What follows belongs to an exercise in optimizing a design on an open flow for small area and a short achievable clock period; a production flow would make more cautious choices.
RTL that was checked went through simulation tests only; none was proved equivalent to the original.
Power is estimated from default activity; no workload was simulated.

==> sierra <==
Design aa, start of the top module:
module aa (
  input  logic        clk,
  input  logic        rst_n,
  input  logic        instr_valid,
  input  logic [31:0] instr,
  input  logic        ld_en,
  input  logic [4:0]  ld_addr,
  input  logic [15:0] ld_data,
  input  logic [4:0]  dbg_addr,
  output logic [15:0] dbg_data,
  output logic [15:0] sgpr,
  output logic        busy
);
==> module aa, before the edit <==
module aa (
  input  logic        clk,
  input  logic        rst_n,
  input  logic        instr_valid,
  input  logic [31:0] instr,
  input  logic        ld_en,
  input  logic [4:0]  ld_addr,
  input  logic [15:0] ld_data,
  input  logic [4:0]  dbg_addr,
  output logic [15:0] dbg_data,
  output logic [15:0] sgpr,
  output logic        busy
);
  logic [15:0] GPR [0:31];
  logic [15:0] SGPR;
  logic        r_exe;
  logic [15:0] x_a, x_b;       
  logic [4:0]  x_rdst;
  logic        x_we;           
  logic        x_mul;          
  logic        x_sgpr;         
  logic        x_sub;          
  logic [4:0]  i_op, i_rdst, i_rs1, i_rs2;
  logic        i_imm;
  logic [15:0] i_isrc;
  assign i_op   = instr[31:27];
  assign i_rdst = instr[26:22];
  assign i_rs1  = instr[21:17];
  assign i_imm  = instr[16];
  assign i_rs2  = instr[15:11];
  assign i_isrc = instr[15:0];
  logic i_movsg, i_mov, i_add, i_sub, i_mul, i_we;
  assign i_movsg = (i_op == 5'd0);
  assign i_mov   = (i_op == 5'd1);
  assign i_add   = (i_op == 5'd2);
  assign i_sub   = (i_op == 5'd3);
  assign i_mul   = (i_op == 5'd4);
  assign i_we    = i_movsg | i_mov | i_add | i_sub | i_mul;
  logic [15:0] rf_a, rf_b, rf_d;
  always_comb begin
    rf_a = '0;
    rf_b = '0;
    for (int i = 0; i < 32; i++) begin
      rf_a = rf_a | (GPR[i] & {16{i_rs1 == i}});
      rf_b = rf_b | (GPR[i] & {16{i_rs2 == i}});
    end
  end
  logic [15:0] dgrp [0:3];
  logic [2:0]  dbg_lo;
  logic [1:0]  dbg_hi;
  assign dbg_lo = dbg_addr[2:0];
  assign dbg_hi = dbg_addr[4:3];
  always_comb begin
    for (int g = 0; g < 4; g++) begin
      dgrp[g] = '0;
      for (int k = 0; k < 8; k++)
        dgrp[g] = dgrp[g] | (GPR[8*g+k] & {16{dbg_lo == k}});
    end
    rf_d = '0;
    for (int g = 0; g < 4; g++)
      rf_d = rf_d | (dgrp[g] & {16{dbg_hi == g}});
  end
  logic [31:0] prod;
  logic [15:0] sum;
  logic [15:0] res;
  mul16 u_mul (.a(x_a), .b(x_b), .p(prod));
  assign sum  = x_a + (x_b ^ {16{x_sub}}) + {15'd0, x_sub};
  assign res  = x_sgpr ? SGPR : (x_mul ? prod[15:0] : sum);
  logic fa_ex, fa_ld, fb_ex, fb_ld;
  assign fa_ex = x_we && (x_rdst == i_rs1);
  assign fa_ld = ld_en && (ld_addr == i_rs1);
  assign fb_ex = x_we && (x_rdst == i_rs2);
  assign fb_ld = ld_en && (ld_addr == i_rs2);
  logic sa_ex, sa_ld, sa_rf, sb_ex, sb_ld, sb_rf, sb_im;
  assign sa_ex = !(i_mov && i_imm) && fa_ex;
  assign sa_ld = !(i_mov && i_imm) && !fa_ex && fa_ld;
  assign sa_rf = !(i_mov && i_imm) && !fa_ex && !fa_ld;
  assign sb_im = i_imm;
  assign sb_ex = !i_imm && !i_mov && fb_ex;
  assign sb_ld = !i_imm && !i_mov && !fb_ex && fb_ld;
  assign sb_rf = !i_imm && !i_mov && !fb_ex && !fb_ld;
  logic [15:0] a_nx, b_nx;
  assign a_nx = (res & {16{sa_ex}}) | (ld_data & {16{sa_ld}}) | (rf_a & {16{sa_rf}});
  assign b_nx = (res & {16{sb_ex}}) | (ld_data & {16{sb_ld}}) | (rf_b & {16{sb_rf}})
              | (i_isrc & {16{sb_im}});
  logic [31:0] w_ex, w_ld, w_hold;
  always_comb begin
    for (int i = 0; i < 32; i++) begin
      w_ex[i]   = rst_n && x_we && (x_rdst == i);
      w_ld[i]   = rst_n && ld_en && (ld_addr == i) && !(x_we && (x_rdst == i));
      w_hold[i] = rst_n && !(ld_en && (ld_addr == i)) && !(x_we && (x_rdst == i));
    end
  end
  always_ff @(posedge clk) begin
    for (int i = 0; i < 32; i++)
      GPR[i] <= (res & {16{w_ex[i]}}) | (ld_data & {16{w_ld[i]}}) | (GPR[i] & {16{w_hold[i]}});
  end
  always_ff @(posedge clk) begin
    if (!rst_n) begin
      SGPR  <= 16'd0;
      r_exe <= 1'b0;
      x_we  <= 1'b0;
      x_mul <= 1'b0;
    end else begin
      if (x_mul) SGPR <= prod[31:16];
      r_exe <= instr_valid;
      x_we  <= instr_valid && i_we;
      x_mul <= instr_valid && i_mul;
    end
  end
  always_ff @(posedge clk) begin
    x_a    <= a_nx;
    x_b    <= b_nx;
    x_rdst <= i_rdst;
    x_sgpr <= i_movsg;
    x_sub  <= i_sub;
  end
  assign dbg_data = rf_d;
  assign sgpr     = SGPR;
  assign busy     = r_exe;
endmodule
export LEC_CHECK = 0
export CAP_MARGIN = 20
export CORE_MARGIN = 2
export CORE_UTILIZATION = 30
export CTS_BUF_LIST = sky130_fd_sc_hd__clkbuf_4 sky130_fd_sc_hd__clkbuf_8
export CTS_CLUSTER_DIAMETER = 50
export CTS_CLUSTER_SIZE = 16
export PLACE_DENSITY = 0.36
export SETUP_SLACK_MARGIN = 4.1
export SLEW_MARGIN = 20
create_clock -name core_clock -period 10.0 [get_ports {clk}]
standard.sh (not shown) runs the stock make flow with config.mk's settings and CLKGATE_MAP_FILE= SYNTH_SCRIPT=/design/flow/synth_recipe.tcl, a recipe that flattens the netlist after the stock synthesis.
==> flow/flow/run.sh <==
#!/bin/bash
set -e
export CTS_ARGS="-sink_clustering_enable -repair_clock_nets -sink_clustering_size 16 -sink_clustering_max_diameter 50 -buf_list {sky130_fd_sc_hd__clkbuf_4 sky130_fd_sc_hd__clkbuf_8} -dont_use_dummy_load"
bash standard.sh > standard.log 2>&1
==> ember (differences from sierra) <==
==> flow/run.sh (new file) <==
#!/bin/bash
# synth_recipe.tcl (not shown) runs the flow's synth.tcl, then flattens the netlist and writes it again
# the make line also repeats each setting of config.mk as NAME=value (left out here)
make -C /OpenROAD-flow-scripts/flow DESIGN_CONFIG=/design/flow/config.mk WORK_HOME=/design/flow/orfs CLKGATE_MAP_FILE= SYNTH_SCRIPT=/design/flow/synth_recipe.tcl finish
==> flow/config.mk (replaced) <==
export PLATFORM = sky130hd
export DESIGN_NAME = aa
export DESIGN_NICKNAME = aa
export VERILOG_FILES = /design/flow/design.v
export SDC_FILE = /design/flow/constraint.sdc
export NUM_CORES = 4
export LEC_CHECK = 0
export CAP_MARGIN = 20
export CORE_MARGIN = 2
export CORE_UTILIZATION = 25
export CTS_BUF_LIST = sky130_fd_sc_hd__clkbuf_4 sky130_fd_sc_hd__clkbuf_8
export CTS_CLUSTER_DIAMETER = 60
export CTS_CLUSTER_SIZE = 20
export PLACE_DENSITY = 0.35
export SETUP_SLACK_MARGIN = 4.0
export SLEW_MARGIN = 20
export TNS_END_PERCENT = 20
removed: flow/flow/run.sh
removed: flow/standard.sh
==> raven (differences from sierra) <==
--- a/flow/design.v
+++ b/flow/design.v
@@ -38,27 +38,7 @@
   assign i_we    = i_movsg | i_mov | i_add | i_sub | i_mul;
   logic [15:0] rf_a, rf_b, rf_d;
-  always_comb begin
-    rf_a = '0;
-    rf_b = '0;
-    for (int i = 0; i < 32; i++) begin
-      rf_a = rf_a | (GPR[i] & {16{i_rs1 == i}});
-      rf_b = rf_b | (GPR[i] & {16{i_rs2 == i}});
-    end
-  end
-  logic [15:0] dgrp [0:3];
-  logic [2:0]  dbg_lo;
-  logic [1:0]  dbg_hi;
-  assign dbg_lo = dbg_addr[2:0];
-  assign dbg_hi = dbg_addr[4:3];
-  always_comb begin
-    for (int g = 0; g < 4; g++) begin
-      dgrp[g] = '0;
-      for (int k = 0; k < 8; k++)
-        dgrp[g] = dgrp[g] | (GPR[8*g+k] & {16{dbg_lo == k}});
-    end
-    rf_d = '0;
-    for (int g = 0; g < 4; g++)
-      rf_d = rf_d | (dgrp[g] & {16{dbg_hi == g}});
-  end
+  assign rf_a = GPR[i_rs1];
+  assign rf_b = GPR[i_rs2];
+  assign rf_d = GPR[dbg_addr];
   logic [31:0] prod;
   logic [15:0] sum;
==> flow/run.sh (new file) <==
#!/bin/bash
# synth_recipe.tcl (not shown) runs the flow's synth.tcl, then flattens the netlist and writes it again
# the make line also repeats each setting of config.mk as NAME=value (left out here)
make -C /OpenROAD-flow-scripts/flow DESIGN_CONFIG=/design/flow/config.mk WORK_HOME=/design/flow/orfs CLKGATE_MAP_FILE= SYNTH_SCRIPT=/design/flow/synth_recipe.tcl finish
==> flow/config.mk (replaced) <==
export PLATFORM = sky130hd
export DESIGN_NAME = aa
export DESIGN_NICKNAME = aa
export VERILOG_FILES = /design/flow/design.v
export SDC_FILE = /design/flow/constraint.sdc
export NUM_CORES = 4
export LEC_CHECK = 0
export CAP_MARGIN = 20
export CORE_MARGIN = 2
export CORE_UTILIZATION = 25
export PLACE_DENSITY = 0.35
export SLEW_MARGIN = 20
removed: flow/flow/run.sh
removed: flow/standard.sh
==> impl_results.md <==
- Outcome: complete, no violations
- Reg2reg end: SGPR[14]
- WL met1: 117000 um
- Largest cells by area after synthesis: dfxtp_1, a22oi_1, fa_1
- Vias in the first global route: 44200
- #MultiIn Comb: 3442
- Clk power: 0.00182 W
- Area grow syn2layout: 18.8%
- Die area: 133000 um2
- Fin util: 35.9%
- Inverters excl. clock: 254
- Area after DPL: 43700 um2
- Reg2Reg Setup Slack: 4.08 ns
- Clk Latency, worst-skew pair: 0.92 ns
[end of results for sierra]
==> impl_results.md <==
- Largest reg by FF count: GPR
- #MultiIn Comb: 3443
- Area grow syn2layout: 20.9%
- Fill count: 16700
- Area after DPL: 44000 um2
- WL met1: 123000 um
- Die area: 160000 um2
- Clk power: 0.00242 W
- Clk Latency, worst-skew pair: 0.89 ns
- Outcome: complete, no violations
- Reg2Reg Setup Slack: 4.00 ns
- Reg2reg end: SGPR[14]
- Fin util: 30.4%
- Inverters excl. clock: 254
- Largest cells by area after synthesis: dfxtp_1, a22oi_1, fa_1
[end of results for ember]
==> impl_results.md <==
- Initial core utilization: 25.2%
- Clk power: 0.00302 W
- Area grow syn2layout: 21.6%
- Reg2Reg Setup Slack: 3.22 ns
- Reg2reg end: SGPR[11]
- DR vias: 48900
- DP Cell Count: 6597
- Busiest layer in global routing: met2
- Fin util: 30.7%
- Largest cells by area after synthesis: dfxtp_1, a22oi_1, fa_1
- Inverters excl. clock: 236
- WL met1: 138000 um
- Area after DPL: 44300 um2
- Die area: 159000 um2
- Worst path bufs/invs: 3
- Vias in the first global route: 44600
- #MultiIn Comb: 3370
- Outcome: complete, no violations
- Clk Latency, worst-skew pair: 0.74 ns
- Footprint of the multi-input gates: 26400 um2
[end of results for raven]
The RTL of raven was laid out without a check of its function.

## afterwards: timing with drivers on the ports
In the flow no input, the clock included, has a driving cell. The finished layouts below were timed again as built, in two steps. Step 1, drivers: a clkbuf_16 drives clk and a buf_2 each remaining input, both assumed. Step 2 times the ports against the registers' clock, not the clock port: input delays grow and output delays shrink by t, the midpoint of the rising clock arrivals with the driver on. Slacks: ideal / step 1 / step 2; pairs: ideal / step 1.
run	t, ns	slack for setup (ns)	pins driven straight from the clock port
sierra	0.928	4.051 / 3.984 / 3.175	1
ember	0.926	3.885 / 3.748 / 3.470	1
raven	0.797	1.859 / 1.784 / 1.784	1
After both steps setup and hold are still met in every run listed. The setup slack of sierra, which loses most, moves by -0.067 ns with the drivers and by -0.876 ns with both steps.
